Source: an optimization exercise on an open RTL-to-GDS flow (aim: small area, a short achievable clock period and few clock cycles per item). Production flows keep margins and buffers that such runs may drop.
Only simulation tests tie the RTL to the original design; equivalence was not proved.
Power is estimated from default activity; no workload was simulated.

==> flow/config.mk <==
export PLATFORM = sky130hd
export DESIGN_NAME = perceptron_weight_trainer
export DESIGN_NICKNAME = perceptron_weight_trainer
export VERILOG_FILES = /design/flow/design.v
export SDC_FILE = /design/flow/constraint.sdc
export NUM_CORES = 4
export LEC_CHECK = 0
export CAP_MARGIN = 20
export CELL_PAD_IN_SITES_DETAIL_PLACEMENT = 1
export CELL_PAD_IN_SITES_GLOBAL_PLACEMENT = 1
export CORE_MARGIN = 2
export CORE_UTILIZATION = 45
export CTS_CLUSTER_DIAMETER = 80
export CTS_CLUSTER_SIZE = 30
export GPL_TIMING_DRIVEN = 1
export PLACE_DENSITY = 0.55
export SETUP_SLACK_MARGIN = 2.6
export SLEW_MARGIN = 20
export SYNTH_HIERARCHICAL = 1
export SYNTH_MINIMUM_KEEP_SIZE = 0
export TNS_END_PERCENT = 0
==> flow/constraint.sdc <==
create_clock -name core_clock -period 5.0 [get_ports {clk}]
set_input_delay 1.0000 -clock core_clock [delete_from_list [all_inputs] [get_ports {clk}]]
set_output_delay 1.0000 -clock core_clock [all_outputs]
set_load 0.01 [all_outputs]
==> flow/run.sh <==
#!/bin/bash
# synth_recipe.tcl (not shown) runs the flow's synth.tcl, then flattens the netlist and writes it again
# the make line also repeats each setting of config.mk as NAME=value (left out here)
make -C /OpenROAD-flow-scripts/flow DESIGN_CONFIG=/design/flow/config.mk WORK_HOME=/design/flow/orfs CLKGATE_MAP_FILE= SYNTH_SCRIPT=/design/flow/synth_recipe.tcl finish
==> flow/design.v <==
package perceptron_pkg;
  localparam int NUM_WEIGHTS = 12;
  localparam int WEIGHT_W    = 4;
  localparam int ROW_W       = NUM_WEIGHTS * WEIGHT_W;
  typedef enum logic [2:0] {
    ST_CLEAR  = 3'd0,
    ST_IDLE   = 3'd1,
    ST_READ   = 3'd2,
    ST_UPDATE = 3'd3,
    ST_WRITE  = 3'd4,
    ST_DONE   = 3'd5
  } state_t;
  function automatic logic [WEIGHT_W-1:0] get_field(input logic [ROW_W-1:0] row,
                                                    input int i);
    get_field = row[i*WEIGHT_W +: WEIGHT_W];
  endfunction
endpackage
import perceptron_pkg::*;
module sat_weight_update
(
  input  logic [WEIGHT_W-1:0] w,
  input  logic                inc,
  output logic [WEIGHT_W-1:0] w_next
);
  logic [WEIGHT_W-1:0] d;
  logic [WEIGHT_W:0]   t;
  assign d = inc ? w : ~w;
  always_comb begin
    t[0] = 1'b1;
    for (int i = 0; i < WEIGHT_W; i++) begin
      t[i+1] = t[i] & d[i];
    end
  end
  assign w_next = w ^ (t[WEIGHT_W-1:0] & {WEIGHT_W{!t[WEIGHT_W]}});
endmodule
import perceptron_pkg::*;
module perceptron_weight_trainer
#(
  parameter int TABLE_DEPTH = 64,
  parameter int IDX_W       = 6,
  parameter int INIT_W      = 8
)
(
  input  logic                   clk,
  input  logic                   reset_n,
  input  logic                   train_valid,
  output logic                   train_ready,
  input  logic [IDX_W-1:0]       train_idx,
  input  logic [NUM_WEIGHTS-1:0] train_hist,
  input  logic                   train_taken,
  input  logic                   train_pred,
  input  logic                   train_confident,
  input  logic [IDX_W-1:0]       rd_idx,
  output logic [ROW_W-1:0]       rd_weights,
  output logic                   upd_done,
  output logic                   upd_written,
  output logic                   init_busy
);
  localparam logic [WEIGHT_W-1:0] INIT_FIELD = WEIGHT_W'(INIT_W);
  localparam logic [ROW_W-1:0]    INIT_ROW   = {NUM_WEIGHTS{INIT_FIELD}};
  logic [TABLE_DEPTH-1:0][ROW_W-1:0] mem;
  logic                   init_wr;
  logic                   req_v;
  logic                   req_wr;      
  logic [IDX_W-1:0]       req_idx;
  logic [NUM_WEIGHTS-1:0] req_hist;
  logic                   req_taken;
  logic [ROW_W-1:0]       req_row;     
  logic [ROW_W-1:0]       req_h0_n;    
  logic [ROW_W-1:0]       req_h1_n;
  logic [ROW_W-1:0]       rd_h0_n;     
  logic [ROW_W-1:0]       rd_h1_n;
  logic [TABLE_DEPTH-1:0] wr_sel;      
  logic                   accept;
  logic                   skip;
  logic                   wr_now;
  logic                   tr_fwd;
  logic                   rd_fwd;
  logic [ROW_W-1:0]       new_row;
  logic [ROW_W-1:0]       wdata;
  logic [TABLE_DEPTH-1:0] tr_dec;
  assign accept = train_valid && train_ready;
  assign skip   = (train_pred == train_taken) && train_confident;
  assign wr_now = req_v && req_wr;
  for (genvar g = 0; g < NUM_WEIGHTS; g++) begin : g_upd
    sat_weight_update u_sat (
      .w      (req_row[g*WEIGHT_W +: WEIGHT_W]),
      .inc    (req_hist[g] == req_taken),
      .w_next (new_row[g*WEIGHT_W +: WEIGHT_W])
    );
  end
  assign wdata = init_wr ? INIT_ROW : new_row;
  for (genvar r = 0; r < TABLE_DEPTH; r++) begin : g_row
    always_ff @(posedge clk) begin
      if (init_wr || wr_sel[r]) begin
        mem[r] <= wdata;
      end
    end
  end
  logic [TABLE_DEPTH-1:0] tr_sel;
  logic [TABLE_DEPTH-1:0] rd_sel;
  logic [7:0] tr_lo_n, tr_hi_n, rd_lo_n, rd_hi_n;
  idx_predecode u_tr_pre (.idx (train_idx), .lo_n (tr_lo_n), .hi_n (tr_hi_n));
  idx_predecode u_rd_pre (.idx (rd_idx),    .lo_n (rd_lo_n), .hi_n (rd_hi_n));
  idx_select u_tr_dec (.lo_n (tr_lo_n), .hi_n (tr_hi_n), .mask ('0),     .sel (tr_dec));
  idx_select u_tr_sel (.lo_n (tr_lo_n), .hi_n (tr_hi_n), .mask (wr_sel), .sel (tr_sel));
  idx_select u_rd_sel (.lo_n (rd_lo_n), .hi_n (rd_hi_n), .mask (wr_sel), .sel (rd_sel));
  assign tr_fwd = wr_now && (req_idx == train_idx);
  assign rd_fwd = wr_now && (req_idx == rd_idx);
  row_read u_tr_read (
    .mem   (mem),
    .sel   (tr_sel),
    .fwd   (tr_fwd),
    .fdata (new_row),
    .half0_n (tr_h0_d),
    .half1_n (tr_h1_d)
  );
  row_read u_rd_read (
    .mem   (mem),
    .sel   (rd_sel),
    .fwd   (rd_fwd),
    .fdata (new_row),
    .half0_n (rd_h0_d),
    .half1_n (rd_h1_d)
  );
  logic [ROW_W-1:0] tr_h0_d, tr_h1_d, rd_h0_d, rd_h1_d;
  always_ff @(posedge clk) begin
    if (!reset_n) begin
      init_wr     <= 1'b1;
      init_busy   <= 1'b1;
      train_ready <= 1'b0;
      req_v       <= 1'b0;
      wr_sel      <= '0;
    end else begin
      init_wr <= 1'b0;
      if (!init_wr && init_busy) begin
        init_busy   <= 1'b0;
        train_ready <= 1'b1;
      end
      req_v  <= accept;
      wr_sel <= tr_dec & {TABLE_DEPTH{accept && !skip}};
    end
  end
  always_ff @(posedge clk) begin
    req_wr    <= !skip;
    req_idx   <= train_idx;
    req_hist  <= train_hist;
    req_taken <= train_taken;
    req_h0_n  <= tr_h0_d;
    req_h1_n  <= tr_h1_d;
  end
  assign req_row = ~(req_h0_n & req_h1_n);
  assign upd_done    = req_v;
  assign upd_written = req_wr;
  always_ff @(posedge clk) begin
    rd_h0_n <= rd_h0_d;
    rd_h1_n <= rd_h1_d;
  end
  assign rd_weights = ~(rd_h0_n & rd_h1_n);
endmodule
module idx_predecode
(
  input  logic [5:0] idx,
  output logic [7:0] lo_n,
  output logic [7:0] hi_n
);
  logic [5:0] idx_n;
  assign idx_n = ~idx;
  for (genvar i = 0; i < 8; i++) begin : g_pre
    nand3_g u_lo (
      .a (i[0] ? idx[0] : idx_n[0]),
      .b (i[1] ? idx[1] : idx_n[1]),
      .c (i[2] ? idx[2] : idx_n[2]),
      .y (lo_n[i])
    );
    nand3_g u_hi (
      .a (i[0] ? idx[3] : idx_n[3]),
      .b (i[1] ? idx[4] : idx_n[4]),
      .c (i[2] ? idx[5] : idx_n[5]),
      .y (hi_n[i])
    );
  end
endmodule
module idx_select
(
  input  logic [7:0]  lo_n,
  input  logic [7:0]  hi_n,
  input  logic [63:0] mask,
  output logic [63:0] sel
);
  for (genvar r = 0; r < 64; r++) begin : g_row
    nor3_g u_sel (.a (lo_n[r % 8]), .b (hi_n[r / 8]), .c (mask[r]), .y (sel[r]));
  end
endmodule
module nand3_g
(
  input  logic a,
  input  logic b,
  input  logic c,
  output logic y
);
  assign y = ~(a & b & c);
endmodule
module nor3_g
(
  input  logic a,
  input  logic b,
  input  logic c,
  output logic y
);
  assign y = ~(a | b | c);
endmodule
module row_read
(
  input  logic [63:0][perceptron_pkg::ROW_W-1:0] mem,
  input  logic [63:0]                            sel,
  input  logic                                   fwd,
  input  logic [perceptron_pkg::ROW_W-1:0]       fdata,
  output logic [perceptron_pkg::ROW_W-1:0]       half0_n,
  output logic [perceptron_pkg::ROW_W-1:0]       half1_n
);
  localparam int W = perceptron_pkg::ROW_W;
  logic [21:0][W-1:0] n;
  logic [5:0][W-1:0]  p;
  logic [W-1:0]       fn;
  for (genvar k = 0; k < 21; k++) begin : g_sl
    row_aoi3 u_sl (
      .s   (sel[3*k +: 3]),
      .a   (mem[3*k]), .b (mem[3*k+1]), .c (mem[3*k+2]),
      .y_n (n[k])
    );
  end
  nand2_w u_last (.a (mem[63]), .b ({W{sel[63]}}), .y (n[21]));
  nand2_w u_fn (.a (fdata), .b ({W{fwd}}), .y (fn));
  for (genvar k = 0; k < 5; k++) begin : g_p
    nand4_w u_p (.a (n[4*k]), .b (n[4*k+1]), .c (n[4*k+2]), .d (n[4*k+3]), .y (p[k]));
  end
  nand3_w u_p5 (.a (n[20]), .b (n[21]), .c (fn), .y (p[5]));
  nor3_w u_h0 (.a (p[0]), .b (p[1]), .c (p[2]), .y (half0_n));
  nor3_w u_h1 (.a (p[3]), .b (p[4]), .c (p[5]), .y (half1_n));
endmodule
module row_aoi3
(
  input  logic [2:0]                         s,
  input  logic [perceptron_pkg::ROW_W-1:0]   a,
  input  logic [perceptron_pkg::ROW_W-1:0]   b,
  input  logic [perceptron_pkg::ROW_W-1:0]   c,
  output logic [perceptron_pkg::ROW_W-1:0]   y_n
);
  assign y_n = ~(({perceptron_pkg::ROW_W{s[0]}} & a) |
                 ({perceptron_pkg::ROW_W{s[1]}} & b) |
                 ({perceptron_pkg::ROW_W{s[2]}} & c));
endmodule
module nand2_w
(
  input  logic [perceptron_pkg::ROW_W-1:0] a,
  input  logic [perceptron_pkg::ROW_W-1:0] b,
  output logic [perceptron_pkg::ROW_W-1:0] y
);
  assign y = ~(a & b);
endmodule
module nand4_w
(
  input  logic [perceptron_pkg::ROW_W-1:0] a,
  input  logic [perceptron_pkg::ROW_W-1:0] b,
  input  logic [perceptron_pkg::ROW_W-1:0] c,
  input  logic [perceptron_pkg::ROW_W-1:0] d,
  output logic [perceptron_pkg::ROW_W-1:0] y
);
  assign y = ~(a & b & c & d);
endmodule
module nor2_w
(
  input  logic [perceptron_pkg::ROW_W-1:0] a,
  input  logic [perceptron_pkg::ROW_W-1:0] b,
  output logic [perceptron_pkg::ROW_W-1:0] y
);
  assign y = ~(a | b);
endmodule
module nand3_w
(
  input  logic [perceptron_pkg::ROW_W-1:0] a,
  input  logic [perceptron_pkg::ROW_W-1:0] b,
  input  logic [perceptron_pkg::ROW_W-1:0] c,
  output logic [perceptron_pkg::ROW_W-1:0] y
);
  assign y = ~(a & b & c);
endmodule
module nor3_w
(
  input  logic [perceptron_pkg::ROW_W-1:0] a,
  input  logic [perceptron_pkg::ROW_W-1:0] b,
  input  logic [perceptron_pkg::ROW_W-1:0] c,
  output logic [perceptron_pkg::ROW_W-1:0] y
);
  assign y = ~(a | b | c);
endmodule
==> results.cfg, run 1 <==
[global_routing]
grt_antenna_before_repair = 34
grt_pass1_wl_um = 791000
grt_util_all_layers_pct = 37.9
grt_busiest_layer = met2
grt_overflow_total = 0
use_met2_pct = 59.9
grt_use_met3_pct = 7.98
grt_start_max_net_pins = 65
grt.met1_usage_pct = 50.2
first_global_vias = 93200

[clock_network]
cts_buffers = 163
clk_latency_ns = 0.95
htreeDepth = 4
root_buffer = clkbuf_16
clk_path_buf_depth = 4
cts.sinks = 3352
cts_tree = done
hold_buffers = 0
path_clk_slew_ns = 0.11

[power]
peakVddDrop_mv = 0.278
p_per_area_nw_per_um2 = 419
total_power_mw = 63.2
p_leak_nw = 49.3

[timing]
finClkSkew_ns = 0.0520
rsz0062_at_grt = yes
report.final.slew_viol_count = 0
final.setup.tns_ns = 0
setup_viol = 0
slew_headroom_pct = 20.1
hold_violations = 0
fin_crit_sh_pct = 56.1
max_slew.worst_pin.slew_ns = 1.20
fmax_ghz = 0.357
period_needed_ns = 2.80

[layout]
layout-area-overhead-vs-synth_pct = 12.1
n_fill_cell = 27200
multi_input_area_sq_um = 34600
nets = 8123
seqCellArea_sq_um = 98100
drive_above_1_share_pct = 20.8

[placed_design]
gp_congestion = 0.865
dp_hpwl_um = 341000
io_buffers = 81

[yosys]
synth_top_area_share_pct = 68.5
synth-seq-area-share_pct = 72.7
synthArstFlopShare_pct = 0
post-synth-top-count-cell = edfxtp_1
ys.flop_type = edfxtp_1
synth_area_sq_um = 135000
yosysWarnings = 8
synthTopCellsByArea = edfxtp_1 69%, a222oi_1 15%, dfxtp_1 4.2%
synthTopCellsByCount = 3072 x edfxtp_1, 2016 x a222oi_1, 482 x nand4_1, 384 x nor3_2, 303 x nand2_1
synth_edf_count = 3072
ys_ff_latch = 3352
syn_inst = 7837
synth_area_leader_cell = edfxtp_1
ys_types = 38
syn_avg_cell_area_sq_um = 17.2

[routing]
initialDrtViolationCount = 22000
wirelength_um = 593000
num_vias = 96400
drc = 0
vias_per_cell = 7.91
ant_nets = 0
post_drt_wl_per_cell_um = 48.7
dr.pass1.iters = 14

[floorplan]
fp.dieH_um = 551
core_sq_um = 297000
die_w_um = 551
die_area_sq_um = 304000
std_cell_rows = 200
ios = 82
start_util_pct = 45.3

[setup_path]
crit_type = flip-flop to flip-flop
worstPathMaxFanout = 4
rr_startpoint = wr_sel[26]
worst-endpoint-required_ns = 5.84
r2r_end = rd_h0_n[22]
start_kind = flip-flop
rrSetupSlack_ns = 2.20
reg2reg_depth = 6
crit_arrival_ns = 3.64
cp-end-kind = flip-flop

[outcome]
status = complete, no violations

[worst_hold_path]
hold_end = req_idx[5]
hp-start = train_idx[5]
hold_depth = 1
hold_class = input pin to flip-flop

[run]
maxCapViolCount = 0
==> report_power, final <==
part / total [mW] / switching (mW) / internal (mW) / leakage (nW)
combinational: 7.19 / 5.37 / 1.82 / 13.6
sequential: 39.1 / 2.64 / 36.4 / 33.0
clock: 16.9 / 10.0 / 6.94 / 2.70
==> state kept, by name, summed over array words and instances (netlist names) <==
name	count
init_busy	1
init_wr	1
mem	3072
rd_h0_n	48
rd_h1_n	48
req_h0_n	48
req_h1_n	48
req_hist	12
req_idx	6
req_taken	1
req_v	1
req_wr	1
train_ready	1
wr_sel	64
==> modules after synthesis (local to each module, per instance), a selection <==
module	cell area (sq um)	flops+latches	times used	cells inside
nand3_g	5.00	0	32	1
nor3_g	10.0	0	192	1
nor3_w	480	0	4	48
nand4_w	300	0	10	48
idx_predecode	22.5	0	2	6
sat_weight_update	170	0	12	26
row_aoi3	586	0	42	63
nand3_w	240	0	2	48
nand2_w	180	0	4	48
perceptron_weight_trainer	99800	3352	1	3683
==> cell families (layout without fill, tap and decap cells) <==
| family | after synthesis | after routing | synth area share (%) |
|---|---|---|---|
| flops | 3352 | 3352 | 72.7 |
| buf+inv | 723 | 988 | 3.69 |
| other cells | 1 | 79 | 0.00278 |
| simple gates | 1586 | 1642 | 7.78 |
| xor+xnor | 37 | 37 | 0.241 |
| compound gates | 2138 | 2139 | 15.6 |
==> worst max-delay path by stage <==
stage                      startpoint        endpoint  slack [ns]  cells past startpoint
after floorplan             req_taken       mem[1004]        2.02                      4
after global placement      rd_idx[2]      rd_h0_n[0]        0.74                      9
after detailed placement    rd_idx[2]     rd_h0_n[46]        0.68                      9
after CTS                 rd_h0_n[36]  rd_weights[36]        2.25                      2
after global routing      req_h0_n[4]       mem[1399]        2.21                      5
final                      wr_sel[26]     rd_h0_n[22]        2.20                      6
==> what timing repair did <==
| item | 4_1_cts | 5_1_grt |
|---|---|---|
| cloned | 50 | 9 |
| setup endpoints to repair | 5116 | 3930 |
| gates resized for setup | 499 | 138 |
| buffers inserted | 69 | 25 |
| pin swaps | 75 | 32 |
==> cell type report <==
class,count,area share (%)
inverters,26,0.0721
clock inverters,99,0.796
flip-flops and latches,3352,65.0
clock buffers,195,2.87
multi-input cells,3882,22.9
diodes,15,0.0249
repair buffers,668,5.02
well taps,3939,3.26
==> placed cells by master (no fill, tap or decap), types with 25 or more instances in the layout <==
cell type  instances
a222oi_1        2016
a31oi_1           36
and2_2            53
buf_12           188
buf_2             29
buf_4            356
buf_6             34
clkbuf_1          25
clkbuf_16        170
conb_1            64
dfxtp_1          186
dfxtp_2           31
dfxtp_4           63
edfxtp_1        3072
nand2_1          261
nand3_1          122
nand4_1          482
nor2b_4           50
nor3_2           254
nor3_4           130
or2_2             34
or2_4             76
==> through the flow <==
stage / util [%] / area, sq um / setup WS, ns / cells / hold slack (ns)
after detailed placement: 48.0 / 143000 / 0.684 / 11700 / 0.471
after CTS: 50.6 / 150000 / 2.25 / 12100 / 0.324
after global placement: 48.0 / 143000 / 0.737 / 11700 / 0.444
after floorplan: - / 135000 / 2.02 / 7900 / 0.478
final: 50.8 / 151000 / 2.20 / 12200 / 0.298
after global routing: 50.8 / 151000 / 2.21 / 12200 / 0.283
==> metal layers <==
layer  up-vias  wire [um]  share of wire (%)
met5         -        136              0.023
met4        14      30300                5.1
met3      1407      72800                 12
met2      7567     274000                 46
met1     50700     216000                 36
li1      36600          -                  -
==> worst max-delay path, cell delays in order, from the launching register on <==
cell      delay, ns
dfxtp_1        0.78
nor3_4         0.19
buf_12         0.19
buf_4          0.13
a222oi_1       0.52
nand4_1        0.47
nor3_4         0.42
Testbench counts, summed over its fixed seeds: cycles 16,008, items 16,000.
==> run 2: changes to the inputs <==
--- a/flow/config.mk
+++ b/flow/config.mk
@@ -10,9 +10,9 @@
 export CELL_PAD_IN_SITES_GLOBAL_PLACEMENT = 1
 export CORE_MARGIN = 2
-export CORE_UTILIZATION = 45
+export CORE_UTILIZATION = 50
 export CTS_CLUSTER_DIAMETER = 80
 export CTS_CLUSTER_SIZE = 30
 export GPL_TIMING_DRIVEN = 1
-export PLACE_DENSITY = 0.55
+export PLACE_DENSITY = 0.62
 export SETUP_SLACK_MARGIN = 2.6
 export SLEW_MARGIN = 20
==> results.cfg, run 2 <==
[floorplan]
fp.dieH_um = 523
start_util_pct = 50.3
core_sq_um = 268000
die_area_sq_um = 273000
ios = 82
die_w_um = 523
std_cell_rows = 190

[layout]
nets = 8124
layout-area-overhead-vs-synth_pct = 11.3
drive_above_1_share_pct = 20.6
largest_register_ffs = 3072
top_register = mem
layout_common_cells = 3072 x edfxtp_1, 2016 x a222oi_1, 482 x nand4_1
reg_top3 = mem x3072, wr_sel x64
final_common_cell = edfxtp_1

[timing]
final.setup.tns_ns = 0
rsz0062_at_grt = yes
setup_viol = 0
hold_violations = 0
hold-worst-slack_ns = 0.290
slew_headroom_pct = 19.5
finClkSkew_ns = 0.0415
period_needed_ns = 2.76
max_slew.worst_pin.slew_ns = 1.21
fin_crit_sh_pct = 55.2
fmax_ghz = 0.362
report.final.slew_viol_count = 0

[yosys]
synthMuxAreaShare_pct = 0
yosys.area_share.adder_pct = 0
synth_top_family_by_area = compound AO/OA/AOI/OAI gates
synthTopCellsByArea = edfxtp_1 69%, a222oi_1 15%, dfxtp_1 4.2%
ys_ff_latch = 3352
synth-seq-area-share_pct = 72.7
synth_area_sq_um = 135000
synthTopCellsByCount = 3072 x edfxtp_1, 2016 x a222oi_1, 482 x nand4_1, 384 x nor3_2, 303 x nand2_1
synth_edf_count = 3072
yosys.area_share.xor_xnor_pct = 0.241
syn_avg_cell_area_sq_um = 17.2
synthArstFlopShare_pct = 0
post-synth-top-count-cell = edfxtp_1
synthSimpleGateAreaFrac_pct = 7.78
synth-compound-area-share_pct = 15.6
ys_types = 38
synth_top_area_share_pct = 68.5
yosysWarnings = 8
synth_area_leader_cell = edfxtp_1
syn_inst = 7837
ys.flop_type = edfxtp_1

[power]
power.internal_mw = 44.9
sw_frac_of_total_pct = 28.0
clockPowerShare_pct = 26.1
peakVddDrop_mv = 0.426
power_frac_comb_pct = 11.4
p_per_area_nw_per_um2 = 416
power_frac_seq_pct = 62.5
p_switching_mw = 17.5
p_leak_nw = 49.1

[setup_path]
worst-endpoint-required_ns = 5.65
worstPathMaxFanout = 35
cp-end-kind = flip-flop
crit_type = flip-flop to flip-flop
crit_arrival_ns = 3.41
start_kind = flip-flop

[clock_network]
clk_path_buf_depth = 3
htreeDepth = 4
root_buffer = clkbuf_16
cts.sinks = 3352
cts_buffers = 151
path_clk_slew_ns = 0.11
cts_tree = done
clk_latency_ns = 0.91

[placed_design]
io_buffers = 81
gp_congestion = 0.880
dp_hpwl_um = 326000

[global_routing]
grt_overflow_total = 0
grt_util_all_layers_pct = 40.1
grt_pass1_wl_um = 761000
first_global_vias = 95100
grt_start_max_net_pins = 65
grt_antenna_before_repair = 31

[routing]
post_drt_wl_per_cell_um = 48.9
drc = 0
dr.pass1.iters = 12
num_vias = 97300
vias_per_cell = 8.26
ant_nets = 0
initialDrtViolationCount = 24900
wirelength_um = 576000

[worst_hold_path]
hold_class = input pin to flip-flop

[run]
maxCapViolCount = 0

[outcome]
status = complete, no violations
-- run 2: metrics by stage --
stage / util [%] / cells / instance area (sq um) / total power, mW / setup slack (ns)
global placement: 53.0 / 11300 / 142000 / 45.1 / 0.733
detailed placement: 53.0 / 11300 / 142000 / 45.6 / 0.674
CTS: 55.4 / 11700 / 148000 / 61.6 / 2.19
finish: 56.0 / 11800 / 150000 / 62.4 / 2.24
floorplan: - / 7900 / 135000 / 41.5 / 2.02
global route: 55.9 / 11800 / 150000 / 63.8 / 2.32
-- run 2: worst paths after layout --
kind | slack (ns) | startpoint | end | cells past startpoint
max | 2.24 | req_h0_n[17] | mem[736] | 5
min | 0.29 | train_idx[1] | req_idx[1] | 1
max reg2reg | 2.24 | req_h0_n[17] | mem[736] | 5
min reg2reg | 0.52 | init_busy | init_busy | 2
-- run 2: kinds of logic after synthesis --
logic type / Yosys count
xor gates and xnor gates: 37
DFF: 3352
and+or+nand+nor: 1586
buffers and inverters: 723
other: 1
AOI/OAI and AO/OA: 2138
-- run 2: modules after synthesis, one instance, submodules excluded, excerpt --
module | times used | cell area [sq um]
nand3_g | 32 | 5.00
nand4_w | 10 | 300
nand2_w | 4 | 180
nor3_w | 4 | 480
idx_predecode | 2 | 22.5
row_aoi3 | 42 | 586
nand3_w | 2 | 240
sat_weight_update | 12 | 170
perceptron_weight_trainer | 1 | 99800
nor3_g | 192 | 10.0
-- run 2: layout make-up --
| cell class | instances | area, sq um |
|---|---|---|
| fill | 23700 | 118000 |
| timing repair buffer | 703 | 7640 |
| tap | 3552 | 4440 |
| inverter | 26 | 105 |
| multi-input combinational | 3860 | 34400 |
| sequential | 3352 | 98100 |
| antenna | 9 | 22.5 |
| clock inverter | 86 | 1170 |
| clock buffer | 192 | 4050 |
-- run 2: what timing repair did --
| action | 4_1_cts | 5_1_grt |
|---|---|---|
| pin swaps | 40 | 49 |
| setup endpoints to repair | 4151 | 4124 |
| hold buffers | 0 | 0 |
| cloned | 21 | 24 |
| buffers inserted | 41 | 81 |
| resized for setup | 332 | 265 |
-- run 2: critical path: stages, from the launching register on --
cell and delay, ns:
dfxtp_1 0.38, nand2_1 0.36, nor3_1 0.08, o2bb2ai_1 0.61, nor2b_4 0.59, buf_4 0.45
-- run 2: layer usage --
layer  wire (um)  track usage (%)  vias up  part of all wire [%]
met5         230                0        -                 0.040
met4       36400             20.9       12                   6.3
met3       82500             10.3     1819                    14
met2      261000             62.6     8558                    45
met1      197000             51.8    50300                    34
li1            -                -    36600                     -
-- run 2: power groups by stage --
stage                     clock network [mW]  registers [mW]  logic (mW)
final                                   16.3            39.0        7.14
after global routing                    17.1            39.4        7.30
after CTS                               16.3            38.8        6.50
after detailed placement                   0            39.4        6.26
after global placement                     0            39.0        6.04
after floorplan                            0            38.4        3.15
==> run 3: changes to the inputs <==
--- a/flow/design.v
+++ b/flow/design.v
@@ -18,8 +18,13 @@
 import perceptron_pkg::*;
 module sat_weight_update
+#(
+  parameter logic [WEIGHT_W-1:0] INIT = WEIGHT_W'(8)
+)
 (
   input  logic [WEIGHT_W-1:0] w,
   input  logic                inc,
-  output logic [WEIGHT_W-1:0] w_next
+  input  logic                init,
+  output logic [WEIGHT_W-1:0] w_next,
+  output logic [WEIGHT_W-1:0] w_upd
 );
   logic [WEIGHT_W-1:0] d;
@@ -32,5 +37,6 @@
     end
   end
-  assign w_next = w ^ (t[WEIGHT_W-1:0] & {WEIGHT_W{!t[WEIGHT_W]}});
+  assign w_upd  = w ^ (t[WEIGHT_W-1:0] & {WEIGHT_W{!t[WEIGHT_W]}});
+  assign w_next = init ? INIT : w_upd;
 endmodule
 import perceptron_pkg::*;
@@ -58,5 +64,4 @@
 );
   localparam logic [WEIGHT_W-1:0] INIT_FIELD = WEIGHT_W'(INIT_W);
-  localparam logic [ROW_W-1:0]    INIT_ROW   = {NUM_WEIGHTS{INIT_FIELD}};
   logic [TABLE_DEPTH-1:0][ROW_W-1:0] mem;
   logic                   init_wr;
@@ -64,6 +69,5 @@
   logic                   req_wr;      
   logic [IDX_W-1:0]       req_idx;
-  logic [NUM_WEIGHTS-1:0] req_hist;
-  logic                   req_taken;
+  logic [NUM_WEIGHTS-1:0] req_inc;     
   logic [ROW_W-1:0]       req_row;     
   logic [ROW_W-1:0]       req_h0_n;    
@@ -84,11 +88,12 @@
   assign wr_now = req_v && req_wr;
   for (genvar g = 0; g < NUM_WEIGHTS; g++) begin : g_upd
-    sat_weight_update u_sat (
+    sat_weight_update #(.INIT (INIT_FIELD)) u_sat (
       .w      (req_row[g*WEIGHT_W +: WEIGHT_W]),
-      .inc    (req_hist[g] == req_taken),
-      .w_next (new_row[g*WEIGHT_W +: WEIGHT_W])
+      .inc    (req_inc[g]),
+      .init   (init_wr),
+      .w_next (wdata[g*WEIGHT_W +: WEIGHT_W]),
+      .w_upd  (new_row[g*WEIGHT_W +: WEIGHT_W])
     );
   end
-  assign wdata = init_wr ? INIT_ROW : new_row;
   for (genvar r = 0; r < TABLE_DEPTH; r++) begin : g_row
     always_ff @(posedge clk) begin
@@ -145,6 +150,5 @@
     req_wr    <= !skip;
     req_idx   <= train_idx;
-    req_hist  <= train_hist;
-    req_taken <= train_taken;
+    req_inc   <= ~(train_hist ^ {NUM_WEIGHTS{train_taken}});
     req_h0_n  <= tr_h0_d;
     req_h1_n  <= tr_h1_d;
@@ -165,19 +169,16 @@
   output logic [7:0] hi_n
 );
-  logic [5:0] idx_n;
-  assign idx_n = ~idx;
-  for (genvar i = 0; i < 8; i++) begin : g_pre
-    nand3_g u_lo (
-      .a (i[0] ? idx[0] : idx_n[0]),
-      .b (i[1] ? idx[1] : idx_n[1]),
-      .c (i[2] ? idx[2] : idx_n[2]),
-      .y (lo_n[i])
-    );
-    nand3_g u_hi (
-      .a (i[0] ? idx[3] : idx_n[3]),
-      .b (i[1] ? idx[4] : idx_n[4]),
-      .c (i[2] ? idx[5] : idx_n[5]),
-      .y (hi_n[i])
-    );
+  pre3_decode u_lo (.idx (idx[2:0]), .sel_n (lo_n));
+  pre3_decode u_hi (.idx (idx[5:3]), .sel_n (hi_n));
+endmodule
+module pre3_decode
+(
+  input  logic [2:0] idx,
+  output logic [7:0] sel_n
+);
+  always_comb begin
+    for (int i = 0; i < 8; i++) begin
+      sel_n[i] = (idx != 3'(i));
+    end
   end
 endmodule
@@ -192,13 +193,4 @@
     nor3_g u_sel (.a (lo_n[r % 8]), .b (hi_n[r / 8]), .c (mask[r]), .y (sel[r]));
   end
-endmodule
-module nand3_g
-(
-  input  logic a,
-  input  logic b,
-  input  logic c,
-  output logic y
-);
-  assign y = ~(a & b & c);
 endmodule
 module nor3_g
--- a/flow/config.mk
+++ b/flow/config.mk
@@ -10,12 +10,12 @@
 export CELL_PAD_IN_SITES_GLOBAL_PLACEMENT = 1
 export CORE_MARGIN = 2
-export CORE_UTILIZATION = 50
-export CTS_CLUSTER_DIAMETER = 80
-export CTS_CLUSTER_SIZE = 30
+export CORE_UTILIZATION = 45
+export CTS_CLUSTER_DIAMETER = 70
+export CTS_CLUSTER_SIZE = 28
 export GPL_TIMING_DRIVEN = 1
-export PLACE_DENSITY = 0.62
+export PLACE_DENSITY = 0.55
 export SETUP_SLACK_MARGIN = 2.6
 export SLEW_MARGIN = 20
 export SYNTH_HIERARCHICAL = 1
 export SYNTH_MINIMUM_KEEP_SIZE = 0
-export TNS_END_PERCENT = 0
+export TNS_END_PERCENT = 20
==> results.cfg, run 3 <==
[yosys]
ys.flop_type = edfxtp_1
synth_edf_count = 3072
syn_avg_cell_area_sq_um = 17.2
synthTopCellsByCount = 3072 x edfxtp_1, 2016 x a222oi_1, 482 x nand4_1, 384 x nor3_2, 315 x nand2_1
synth_area_leader_cell = edfxtp_1
synthTopCellsByArea = edfxtp_1 68%, a222oi_1 15%, dfxtp_1 4.1%
synthArstFlopShare_pct = 0
yosysWarnings = 9
ys_types = 41
ys_ff_latch = 3351
synth_area_sq_um = 135000
synth-seq-area-share_pct = 72.6
syn_inst = 7856
post-synth-top-count-cell = edfxtp_1
synth_top_area_share_pct = 68.5

[timing]
hold-worst-slack_ns = 0.218
max_slew.worst_pin.slew_ns = 1.14
rsz0062_at_grt = yes
finClkSkew_ns = 0.0753
hold_violations = 0
final.setup.tns_ns = 0
report.final.slew_viol_count = 0
worst_slack_ns = 2.27
fmax_ghz = 0.366
setup_viol = 0
slew_headroom_pct = 24.2
fin_crit_sh_pct = 54.7
period_needed_ns = 2.73

[setup_path]
critPathTopFamily = simple AND/OR/NAND/NOR gates
start_kind = flip-flop
cpPeakStageDelay_ns = 0.87
worst-endpoint-required_ns = 5.84
cp-end-kind = flip-flop
crit_type = flip-flop to flip-flop
timing.critical_path.buf_inv = 2
crit_slowest_cell = dfxtp_1
crit_chain = nor3_4 -> buf_12 -> buf_4 -> a222oi_1 -> nand4_1 -> nor3_2
crit_arrival_ns = 3.57
worstPathMaxFanout = 14

[routing]
dr.pass1.iters = 12
drc = 0
vias_per_cell = 7.93
initialDrtViolationCount = 23400
ant_nets = 0
post_drt_wl_per_cell_um = 50.7
wirelength_um = 629000
num_vias = 98400

[floorplan]
fp.dieH_um = 551
die_w_um = 551
start_util_pct = 45.3
die_area_sq_um = 304000
core_sq_um = 297000
ios = 82
std_cell_rows = 200

[layout]
stdcell_area_sq_um = 156000
layout_common_cells = 3072 x edfxtp_1, 2016 x a222oi_1, 482 x nand4_1
reg_top3 = mem x3072, wr_sel x64
final_common_cell = edfxtp_1
seqCellArea_sq_um = 98100
nets = 8331
multi_input_area_sq_um = 34700
layout-area-overhead-vs-synth_pct = 15.5
n_fill_cell = 26900
drive_above_1_share_pct = 22.6
largest_register_ffs = 3072
top_register = mem

[placed_design]
pre_cts_ws_ns = 0.452
io_buffers = 81
dp_hpwl_um = 341000
gp_congestion = 0.856
dpl_cell_area_sq_um = 143000

[global_routing]
grt_util_all_layers_pct = 40.0
grt_overflow_total = 0
first_global_vias = 93800
grt_pass1_wl_um = 826000
grt_start_max_net_pins = 65
grt_antenna_before_repair = 24

[power]
peakVddDrop_mv = 0.413
p_leak_nw = 51.6
p_per_area_nw_per_um2 = 419

[clock_network]
htreeDepth = 4
cts.sinks = 3351
hold_buffers = 0
clk_path_buf_depth = 4
path_clk_slew_ns = 0.10
clk_latency_ns = 0.99
cts_buffers = 192
root_buffer = clkbuf_16
cts_tree = done

[worst_hold_path]
hold_class = input pin to flip-flop

[run]
maxCapViolCount = 0

[outcome]
status = complete, no violations
run 3: cell types whose count changed in the layout (fill, tap and decap cells not counted), moves of 34 or more:
| cell | previous run | this run |
|---|---|---|
| buf_6 | 44 | 107 |
| clkbuf_16 | 161 | 207 |
| and2_1 | 11 | 76 |
| bufbuf_16 | 0 | 34 |
| buf_12 | 160 | 217 |
| clkbuf_2 | 46 | 0 |
| nor2b_4 | 43 | 0 |
| and2_2 | 53 | 0 |
run 3: path summary, 6_finish.rpt:
kind	from	end	slack [ns]	cells after the start
worst max register to register	wr_sel[27]	req_h0_n[34]	2.27	6
worst min register to register	train_ready	train_ready	0.53	2
worst min-delay path	train_idx[5]	req_idx[5]	0.22	1
worst max-delay path	wr_sel[27]	req_h0_n[34]	2.27	6
run 3: kinds of logic after synthesis:
logic type / share of synthesized area [%]
flip-flops: 72.6
buffers and inverters: 3.59
other: 0.00278
XOR/XNOR: 0.246
AO/OA/AOI/OAI: 15.7
AND/OR/NAND/NOR: 7.86
run 3: cell type report:
class                      instances  share of cell area (%)
sequential                      3351                    63.1
multi-input combinational       3897                    22.3
timing repair buffer             845                    6.99
clock buffer                     211                    3.25
tap                             3939                    3.17
clock inverter                   140                    1.19
inverter                          14                  0.0338
antenna                           12                  0.0193
run 3: power by group:
group / switching [mW] / total [mW] / leakage, nW / internal (mW)
clock: 10.8 / 19.1 / 3.33 / 8.30
combinational: 5.38 / 7.18 / 15.2 / 1.80
sequential: 2.62 / 38.9 / 33.0 / 36.3
total: 18.8 / 65.3 / 51.6 / 46.4
run 3: metrics by stage:
| stage | instances | utilization, % | power (mW) |
|---|---|---|---|
| after floorplan | 7919 | - | 41.4 |
| after global placement | 11700 | 48.0 | 45.1 |
| after detailed placement | 11700 | 48.0 | 45.6 |
| after CTS | 12300 | 52.0 | 64.8 |
| after global routing | 12400 | 52.3 | 66.8 |
| final | 12400 | 52.3 | 65.3 |
run 3: modules after synthesis, one instance, submodules excluded, a selection:
module | cells | cell area, sq um | copies in the design
nand2_w | 48 | 180 | 4
nand3_w | 48 | 240 | 2
nand4_w | 48 | 300 | 10
nor3_g | 1 | 10.0 | 192
nor3_w | 48 | 480 | 4
perceptron_weight_trainer | 3630 | 99400 | 1
pre3_decode | 8 | 60.1 | 4
row_aoi3 | 63 | 586 | 42
run 3: routing by layer:
| layer | GRT usage, % | vias to the layer above | share of wire (%) | wire length [um] |
|---|---|---|---|---|
| met2 | 62.3 | 7841 | 45 | 285000 |
| met1 | 51.9 | 51800 | 35 | 222000 |
| met4 | 22.1 | 8 | 6.8 | 43000 |
| met3 | 9.19 | 1528 | 13 | 78700 |
| met5 | 0 | - | 0.0076 | 48 |
| li1 | - | 37200 | - | - |
run 3: timing repair:
item / CTS / global route
setup endpoints to repair: 4954 / 3039
gates cloned: 75 / 10
hold endpoints to repair: 0 / 0
gates resized for setup: 757 / 95
buffers inserted: 170 / 57
pin swaps: 199 / 33
Testbench counts of run 3, summed over its fixed seeds: cycles 16,008, items 16,000.
==> run 4: changes to the inputs <==
--- a/flow/config.mk
+++ b/flow/config.mk
@@ -15,7 +15,6 @@
 export GPL_TIMING_DRIVEN = 1
 export PLACE_DENSITY = 0.55
-export SETUP_SLACK_MARGIN = 2.6
+export SETUP_SLACK_MARGIN = 2.5
 export SLEW_MARGIN = 20
 export SYNTH_HIERARCHICAL = 1
 export SYNTH_MINIMUM_KEEP_SIZE = 0
-export TNS_END_PERCENT = 20
==> results.cfg, run 4 <==
[outcome]
status = complete, no violations

[power]
p_leak_nw = 51.5
peakVddDrop_mv = 0.351
p_per_area_nw_per_um2 = 420
total_power_mw = 65.4

[clock_network]
path_clk_slew_ns = 0.10
hold_buffers = 0
cts_buffers = 193
root_buffer = clkbuf_16
clk_latency_ns = 0.96
htreeDepth = 4
clk_path_buf_depth = 4
cts.sinks = 3351
cts_tree = done

[yosys]
synth_edf_count = 3072
yosysWarnings = 9
ys_ff_latch = 3351
synth_top_area_share_pct = 68.5
synthTopCellsByCount = 3072 x edfxtp_1, 2016 x a222oi_1, 482 x nand4_1, 384 x nor3_2, 315 x nand2_1
synthArstFlopShare_pct = 0
syn_avg_cell_area_sq_um = 17.2
synthTopCellsByArea = edfxtp_1 68%, a222oi_1 15%, dfxtp_1 4.1%
syn_inst = 7856
synth_area_leader_cell = edfxtp_1
synth-seq-area-share_pct = 72.6
post-synth-top-count-cell = edfxtp_1
ys.flop_type = edfxtp_1
synth_area_sq_um = 135000
ys_types = 41

[placed_design]
pre_cts_ws_ns = 0.476
io_buffers = 81
dp_cells = 11700
dp_hpwl_um = 345000
gp_congestion = 0.883
dpl_cell_area_sq_um = 142000

[floorplan]
ios = 82
die_area_sq_um = 304000
die_w_um = 551
start_util_pct = 45.3
fp.dieH_um = 551
std_cell_rows = 200
core_sq_um = 297000

[layout]
multi_input_area_sq_um = 34800
reg_top3 = mem x3072, wr_sel x64
stdcell_area_sq_um = 156000
n_fill_cell = 27000
top_register = mem
layout-area-overhead-vs-synth_pct = 15.5
seqCellArea_sq_um = 98200
fin_cells = 12400
nets = 8354
drive_above_1_share_pct = 23.0
layout_common_cells = 3072 x edfxtp_1, 2016 x a222oi_1, 482 x nand4_1
final_common_cell = edfxtp_1
largest_register_ffs = 3072
final_util_pct = 52.4

[global_routing]
grt_util_all_layers_pct = 38.7
grt_pass1_wl_um = 807000
first_global_vias = 93000
grt_antenna_before_repair = 15
grt_start_max_net_pins = 65
grt_overflow_total = 0

[setup_path]
cp-endpoint = rd_weights[7]
r2r_end = req_h0_n[18]
worst-endpoint-required_ns = 4.00
reg2reg_depth = 6
setup.worst_path.start = rd_h0_n[7]
crit_type = flip-flop to output port
rrSetupSlack_ns = 2.43
cp-end-kind = output port
crit_arrival_ns = 1.68
start_kind = flip-flop
rr_startpoint = wr_sel[15]
worstPathMaxFanout = 1

[timing]
hold-worst-slack_ns = 0.293
rsz0062_at_grt = yes
max_slew.worst_pin.slew_ns = 1.13
report.final.slew_viol_count = 0
setup_viol = 0
slew_headroom_pct = 24.7
fin_crit_sh_pct = 53.7
worst_slack_ns = 2.32
fmax_ghz = 0.373
finClkSkew_ns = 0.0682
final.setup.tns_ns = 0
hold_violations = 0
period_needed_ns = 2.68

[routing]
wirelength_um = 612000
vias_per_cell = 7.81
post_drt_wl_per_cell_um = 49.2
initialDrtViolationCount = 22200
ant_nets = 0
dr.pass1.iters = 13
num_vias = 97200
drc = 0

[run]
maxCapViolCount = 0

[worst_hold_path]
hold_class = input pin to flip-flop
hold_depth = 1
-- run 4: changes by cell type in the layout (fill, tap and decap cells not counted), moves of 12 or more --
cell | previous run | this run
buf_12 | 217 | 205
clkinv_8 | 23 | 37
dfxtp_1 | 172 | 151
or2_2 | 30 | 43
dfxtp_4 | 52 | 70
-- run 4: kinds of logic after synthesis --
logic type             synth area share [%]
AND/OR/NAND/NOR                        7.86
buffers and inverters                  3.59
other                               0.00278
AO/OA/AOI/OAI                          15.7
flip-flops                             72.6
XOR/XNOR                              0.246
-- run 4: timing repair --
item,CTS,global route
setup buffers,195,76
cloned,79,13
endpoints found under the setup margin,4056,1484
pin swaps,194,97
resized for setup,722,156
-- run 4: where the power goes --
part	internal [mW]	switching, mW
logic	1.77	5.35
registers	36.3	2.65
clock network	8.39	10.9
-- run 4: final cells by class --
class,count,area share [%]
tap,3939,3.17
inverter,14,0.0338
antenna,17,0.0273
sequential,3351,63.1
timing repair buffer,849,6.87
clock buffer,220,3.26
clock inverter,135,1.21
multi-input combinational,3915,22.4
-- run 4: how the worst min path moves through the flow --
stage / startpoint / endpoint / slack [ns]
after floorplan: init_busy / init_busy / 0.48
after global placement: init_busy / init_busy / 0.45
after detailed placement: init_busy / init_busy / 0.47
after CTS: train_idx[5] / req_idx[5] / 0.25
after global routing: train_idx[2] / req_idx[2] / 0.29
final: train_idx[2] / req_idx[2] / 0.29
-- run 4: per-layer routing --
metal  track usage, %  part of all wire [%]  up-vias
li1                 -                     -    37200
met2             62.5                    47     7401
met4             17.9                   5.7        6
met1             50.5                    36    51300
met5                0                 0.012        -
met3             7.89                    12     1232
-- run 4: modules after synthesis (local to each module, per instance), a selection --
module	cells	times used	area [sq um]	flip-flops and latches
nor3_g	1	192	10.0	0
pre3_decode	8	4	60.1	0
row_aoi3	63	42	586	0
nand3_w	48	2	240	0
nand4_w	48	10	300	0
nand2_w	48	4	180	0
nor3_w	48	4	480	0
perceptron_weight_trainer	3630	1	99400	3351
-- run 4: worst max-delay path, cell delays in order (launching register included) --
cell	delay [ns]
dfxtp_4	0.47
nand2_4	0.11
buf_6	0.14
==> run 5: changes to the inputs <==
--- a/flow/config.mk
+++ b/flow/config.mk
@@ -10,11 +10,12 @@
 export CELL_PAD_IN_SITES_GLOBAL_PLACEMENT = 1
 export CORE_MARGIN = 2
-export CORE_UTILIZATION = 45
+export CORE_UTILIZATION = 50
 export CTS_CLUSTER_DIAMETER = 70
 export CTS_CLUSTER_SIZE = 28
 export GPL_TIMING_DRIVEN = 1
-export PLACE_DENSITY = 0.55
-export SETUP_SLACK_MARGIN = 2.5
+export PLACE_DENSITY = 0.62
+export SETUP_SLACK_MARGIN = 2.6
 export SLEW_MARGIN = 20
 export SYNTH_HIERARCHICAL = 1
 export SYNTH_MINIMUM_KEEP_SIZE = 0
+export TNS_END_PERCENT = 20
==> results.cfg, run 5 <==
[yosys]
ys.flop_type = edfxtp_1
synthTopCellsByArea = edfxtp_1 68%, a222oi_1 15%, dfxtp_1 4.1%
ys_ff_latch = 3351
synth_edf_count = 3072
post-synth-top-count-cell = edfxtp_1
syn_inst = 7856
yosysWarnings = 9
ys_types = 41
synthTopCellsByCount = 3072 x edfxtp_1, 2016 x a222oi_1, 482 x nand4_1, 384 x nor3_2, 315 x nand2_1
synth-seq-area-share_pct = 72.6
synth_area_sq_um = 135000
syn_avg_cell_area_sq_um = 17.2
synth_top_area_share_pct = 68.5
synthArstFlopShare_pct = 0
synth_area_leader_cell = edfxtp_1

[global_routing]
grt_pass1_wl_um = 788000
grt_overflow_total = 0
grt_util_all_layers_pct = 41.7
first_global_vias = 95500
grt_antenna_before_repair = 24
grt_start_max_net_pins = 65

[clock_network]
clk_latency_ns = 0.94
root_buffer = clkbuf_16
clk_path_buf_depth = 4
htreeDepth = 4
cts.sinks = 3351
cts_tree = done
path_clk_slew_ns = 0.10
hold_buffers = 0
cts_buffers = 184

[layout]
top_register = mem
largest_register_ffs = 3072
reg_top3 = mem x3072, wr_sel x64
layout-area-overhead-vs-synth_pct = 14.8
layout_common_cells = 3072 x edfxtp_1, 2016 x a222oi_1, 482 x nand4_1
final_common_cell = edfxtp_1
nets = 8318
drive_above_1_share_pct = 22.2

[setup_path]
crit_slowest_cell = a222oi_1
path_common_cell = buf_6
crit_type = input pin to flip-flop
worstPathMaxFanout = 8
cpPeakStageDelay_ns = 0.50
crit_chain = buf_8 -> buf_6 -> buf_6 -> nand3b_1 -> buf_6 -> nor3_4 -> buf_6 -> buf_12 -> buf_4 -> buf_16 -> a222oi_1 -> nand4_1 -> nor3_2 -> buf_4
rrSetupSlack_ns = 2.37
worst-endpoint-required_ns = 5.86
start_kind = input pin
crit_arrival_ns = 3.65
cp-end-kind = flip-flop

[floorplan]
die_area_sq_um = 274000
core_sq_um = 268000
die_w_um = 523
start_util_pct = 50.3
std_cell_rows = 190
ios = 82
fp.dieH_um = 523

[timing]
setup_viol = 0
final.setup.tns_ns = 0
finClkSkew_ns = 0.0596
slew_headroom_pct = 23.7
hold_violations = 0
report.final.slew_viol_count = 0
period_needed_ns = 2.79
fin_crit_sh_pct = 55.9
max_slew.worst_pin.slew_ns = 1.14
rsz0062_at_grt = yes
hold-worst-slack_ns = 0.309
fmax_ghz = 0.358

[power]
clockPowerShare_pct = 28.3
power.internal_mw = 46.2
power_frac_comb_pct = 11.4
power_frac_seq_pct = 60.3
sw_frac_of_total_pct = 28.7
p_per_area_nw_per_um2 = 418
p_switching_mw = 18.6
peakVddDrop_mv = 0.391
p_leak_nw = 51.2

[worst_hold_path]
hold_class = input pin to flip-flop

[placed_design]
dp_hpwl_um = 329000
io_buffers = 81
gp_congestion = 0.897

[routing]
post_drt_wl_per_cell_um = 49.7
vias_per_cell = 8.28
dr.pass1.iters = 14
num_vias = 99400
drc = 0
wirelength_um = 596000
ant_nets = 0
initialDrtViolationCount = 24300

[run]
maxCapViolCount = 0

[outcome]
status = complete, no violations
==> run 5: cells by family (layout without fill, tap and decap cells) <==
logic type / count (synthesis) / count (layout) / share of synthesized area [%]
AOI/OAI and AO/OA: 2150 / 2166 / 15.7
xor gates and xnor gates: 37 / 37 / 0.246
buffers and inverters: 707 / 1200 / 3.59
DFF: 3351 / 3351 / 72.6
other: 1 / 84 / 0.00278
and+or+nand+nor: 1610 / 1614 / 7.86
==> run 5: layout make-up <==
class                           instances  area, sq um
Antenna cell                           20         50.0
Fill cell                           23500       113000
Sequential cell                      3351        98100
Multi-Input combinational cell       3881        34800
Timing Repair Buffer                  856        11000
Clock inverter                        120         1570
Inverter                               14         56.3
Clock buffer                          210         4800
Tap cell                             3552         4440
==> run 5: power groups by stage <==
stage	Sequential, mW	Clock, mW	Combinational, mW
after floorplan	38.3	0	3.11
after global placement	39.0	0	6.01
after detailed placement	39.3	0	6.25
after CTS	38.8	18.2	6.85
after global routing	39.4	19.1	7.51
final	39.1	18.3	7.38
==> run 5: worst paths after layout <==
kind,from,to,depth (start not counted)
setup reg to reg,req_h0_n[0],mem[577],5
setup / recovery,rd_idx[4],rd_h0_n[22],14
hold / removal,train_idx[5],req_idx[5],1
hold reg to reg,init_busy,init_busy,2
==> run 5: critical path, delay by kind of cell <==
kind / cells / cell delay [ns]
buf+inv: 9 / 1.17
simple gates: 4 / 0.96
compound gates: 1 / 0.50
==> run 5: what timing repair did <==
action	4_1_cts	5_1_grt
gates cloned	39	21
setup buffers	193	63
pin swaps	195	72
resized for setup	766	124
setup endpoints to repair	4130	2301
==> run 5: modules after synthesis, one instance, submodules excluded, a selection <==
| module | cells | area (sq um) |
|---|---|---|
| pre3_decode | 8 | 60.1 |
| nor3_w | 48 | 480 |
| nor3_g | 1 | 10.0 |
| nand3_w | 48 | 240 |
| row_aoi3 | 63 | 586 |
| perceptron_weight_trainer | 3630 | 99400 |
| nand4_w | 48 | 300 |
| nand2_w | 48 | 180 |
==> run 5: per-layer routing <==
layer | vias to the layer above | part of all wire, % | track usage (%)
met2 | 9171 | 45 | 63.4
li1 | 37100 | - | -
met1 | 51200 | 34 | 54.0
met5 | - | 0.0049 | 0
met4 | 4 | 6.8 | 23.5
met3 | 1828 | 15 | 11.7
==> run 5: per-stage QoR <==
stage	power (mW)	setup WS [ns]	util, %	std cells	area, sq um
final	64.7	2.21	57.8	12000	155000
after CTS	63.9	2.31	57.2	11900	153000
after global routing	66.0	2.32	57.7	12000	155000
after global placement	45.0	0.487	53.1	11300	142000
after detailed placement	45.6	0.469	53.1	11300	142000
after floorplan	41.4	2.17	-	7919	135000
==> run 6: changes to the inputs <==
--- a/flow/config.mk
+++ b/flow/config.mk
@@ -19,3 +19,3 @@
 export SYNTH_HIERARCHICAL = 1
 export SYNTH_MINIMUM_KEEP_SIZE = 0
-export TNS_END_PERCENT = 20
+export TNS_END_PERCENT = 0
==> results.cfg, run 6 <==
[outcome]
status = complete, no violations

[setup_path]
critPathTopFamily = buffers and inverters
crit_chain = buf_2 -> nand3b_1 -> buf_6 -> nor3_4 -> buf_12 -> buf_4 -> a222oi_1 -> nand4_1 -> nor3_2
worst-endpoint-required_ns = 5.83
setup.worst_path.start = train_idx[5]
rrSetupSlack_ns = 2.38
reg2reg_depth = 4
start_kind = input pin
cp.depth = 9
worstPathMaxFanout = 28
cp-end-kind = flip-flop
cpPeakStageDelay_ns = 0.52
r2r_end = mem[811]
crit_type = input pin to flip-flop
crit_slowest_cell = a222oi_1
crit_arrival_ns = 3.54
cp-endpoint = req_h0_n[35]
rr_startpoint = init_wr
timing.critical_path.buf_inv = 4

[placed_design]
gp_congestion = 0.906
dpl_cell_area_sq_um = 142000
io_buffers = 81
dp_hpwl_um = 325000
pre_cts_ws_ns = 0.540

[routing]
ant_nets = 0
num_vias = 97500
post_drt_wl_per_cell_um = 49.4
wirelength_um = 581000
vias_per_cell = 8.30
initialDrtViolationCount = 24400
drc = 0
dr.pass1.iters = 11

[yosys]
ys_ff_latch = 3351
synth_area_leader_cell = edfxtp_1
synthTopCellsByCount = 3072 x edfxtp_1, 2016 x a222oi_1, 482 x nand4_1, 384 x nor3_2, 315 x nand2_1
yosysWarnings = 9
synth_top_area_share_pct = 68.5
synthTopCellsByArea = edfxtp_1 68%, a222oi_1 15%, dfxtp_1 4.1%
synth-seq-area-share_pct = 72.6
ys.flop_type = edfxtp_1
synth_area_sq_um = 135000
ys_types = 41
synthArstFlopShare_pct = 0
synth_edf_count = 3072
syn_inst = 7856
syn_avg_cell_area_sq_um = 17.2
post-synth-top-count-cell = edfxtp_1

[layout]
top_register = mem
layout-area-overhead-vs-synth_pct = 11.7
largest_register_ffs = 3072
nets = 8072
final_common_cell = edfxtp_1
layout_common_cells = 3072 x edfxtp_1, 2016 x a222oi_1, 482 x nand4_1
stdcell_area_sq_um = 151000
reg_top3 = mem x3072, wr_sel x64
drive_above_1_share_pct = 19.5
final_util_pct = 56.2

[timing]
report.final.slew_viol_count = 0
final.setup.tns_ns = 0
worst_slack_ns = 2.29
max_slew.worst_pin.slew_ns = 1.28
slew_headroom_pct = 13.9
setup_viol = 0
rsz0062_at_grt = yes
period_needed_ns = 2.71
fmax_ghz = 0.369
hold_violations = 0
finClkSkew_ns = 0.0539
hold-worst-slack_ns = 0.364
fin_crit_sh_pct = 54.2

[floorplan]
core_sq_um = 268000
ios = 82
die_w_um = 523
std_cell_rows = 190
fp.dieH_um = 523
die_area_sq_um = 274000
start_util_pct = 50.3

[global_routing]
grt_overflow_total = 0
grt_antenna_before_repair = 19
grt_util_all_layers_pct = 41.0
first_global_vias = 94500
grt_start_max_net_pins = 65
grt_pass1_wl_um = 777000

[clock_network]
cts.sinks = 3351
path_clk_slew_ns = 0.10
root_buffer = clkbuf_16
cts_buffers = 185
htreeDepth = 4
cts_tree = done
hold_buffers = 0
clk_latency_ns = 0.94
clk_path_buf_depth = 4

[power]
p_leak_nw = 49.3
p_per_area_nw_per_um2 = 426
peakVddDrop_mv = 0.398

[run]
maxCapViolCount = 0

[worst_hold_path]
hp-start = train_idx[0]
hold_class = input pin to flip-flop
[run 6: cell counts after synthesis]
No cell type changed its count.
[run 6: worst min-delay path by stage]
stage | endpoint | slack [ns] | cells after the start
6_report | req_idx[0] | 0.36 | 1
5_1_grt | req_idx[2] | 0.36 | 1
4_1_cts | req_idx[4] | 0.44 | 1
3_5_place_dp | init_busy | 0.47 | 2
3_3_place_gp | init_busy | 0.45 | 2
2_1_floorplan | init_busy | 0.48 | 2
[run 6: cells by family (layout without fill, tap and decap cells)]
kind of cell,count (synthesis),in the layout,share of synthesized area (%)
DFF,3351,3351,72.6
and+or+nand+nor,1610,1626,7.86
xor gates and xnor gates,37,37,0.246
buffers and inverters,707,953,3.59
other,1,80,0.00278
AOI/OAI and AO/OA,2150,2159,15.7
[run 6: area by class of cell]
| type | instances | area (sq um) |
|---|---|---|
| Tap cell | 3552 | 4440 |
| Clock buffer | 211 | 4790 |
| Antenna cell | 16 | 40.0 |
| Multi-Input combinational cell | 3886 | 34400 |
| Fill cell | 23600 | 117000 |
| Timing Repair Buffer | 604 | 7100 |
| Inverter | 14 | 52.6 |
| Sequential cell | 3351 | 98000 |
| Clock inverter | 124 | 1670 |
[run 6: modules after synthesis, one instance, submodules excluded, a selection]
module | copies in the design | cells inside | area (sq um)
nand2_w | 4 | 48 | 180
nand3_w | 2 | 48 | 240
nand4_w | 10 | 48 | 300
nor3_g | 192 | 1 | 10.0
nor3_w | 4 | 48 | 480
perceptron_weight_trainer | 1 | 3630 | 99400
pre3_decode | 4 | 8 | 60.1
row_aoi3 | 42 | 63 | 586
[run 6: through the flow]
| stage | std cells | total power [mW] |
|---|---|---|
| after detailed placement | 11300 | 45.5 |
| after floorplan | 7919 | 41.4 |
| final | 11800 | 64.1 |
| after global routing | 11700 | 65.5 |
| after CTS | 11700 | 63.6 |
| after global placement | 11300 | 44.9 |
[run 6: what timing repair did]
item,in CTS,in global routing
resized for setup,477,109
endpoints found under the hold margin,0,0
setup buffers,82,20
endpoints found under the setup margin,4750,3472
cloned,28,8
pin swaps,101,36
[run 6: per-layer routing]
| layer | global-route usage, % | vias to the layer above | share of wire (%) |
|---|---|---|---|
| met2 | 62.4 | 8749 | 45 |
| met4 | 21.5 | 6 | 6.0 |
| met1 | 53.9 | 50500 | 35 |
| met3 | 11.5 | 1658 | 15 |
| li1 | - | 36600 | - |
| met5 | 0 | - | 0.018 |
[run 6: power breakdown]
part           internal [mW]  leakage, nW  switching [mW]
registers               36.3         33.0            2.58
clock network           7.99         3.13            10.4
logic                   1.55         13.2            5.31
total                   45.9         49.3            18.3

-- port drivers added, routing unchanged --
The results above use ideal ports. As a check the final layouts listed here were re-extracted and re-timed, cells and wires unchanged.
Step 1: set_driving_cell puts a clkbuf_16 on clk and a buf_2 on each other input, an assumption about the parent block.
Step 2 times the ports against the registers' clock, not the clock port: input delays grow and output delays shrink by t, the midpoint of the rising clock arrivals with the driver on.
Three values: ideal ports, drivers, drivers and shift; two values: the first two.
run | t, ns | slack for setup (ns) | hold WS [ns] | worst setup path after step 2 | worst data-port slew with drivers (ns)
run 1 | 1.032 | 2.196 / 2.192 / 1.289 | 0.298 / 0.223 / 0.489 | input to register | 0.04
run 2 | 0.988 | 2.239 / 2.221 / 1.292 | 0.290 / 0.241 / 0.522 | input to register | 0.07
run 3 | 1.051 | 2.266 / 2.178 / 1.354 | 0.218 / 0.162 / 0.534 | input to register | 0.08
run 4 | 1.024 | 2.317 / 2.213 / 1.378 | 0.293 / 0.226 / 0.560 | input to register | 0.09
run 5 | 1.022 | 2.207 / 2.198 / 1.253 | 0.309 / 0.256 / 0.489 | input to register | 0.08
run 6 | 1.012 | 2.290 / 2.259 / 1.357 | 0.364 / 0.287 / 0.483 | input to register | 0.06
After both steps every run listed still meets setup and hold. For run 5, which loses most, drivers alone change the setup slack by -0.009 ns; drivers and shift together by -0.954 ns.
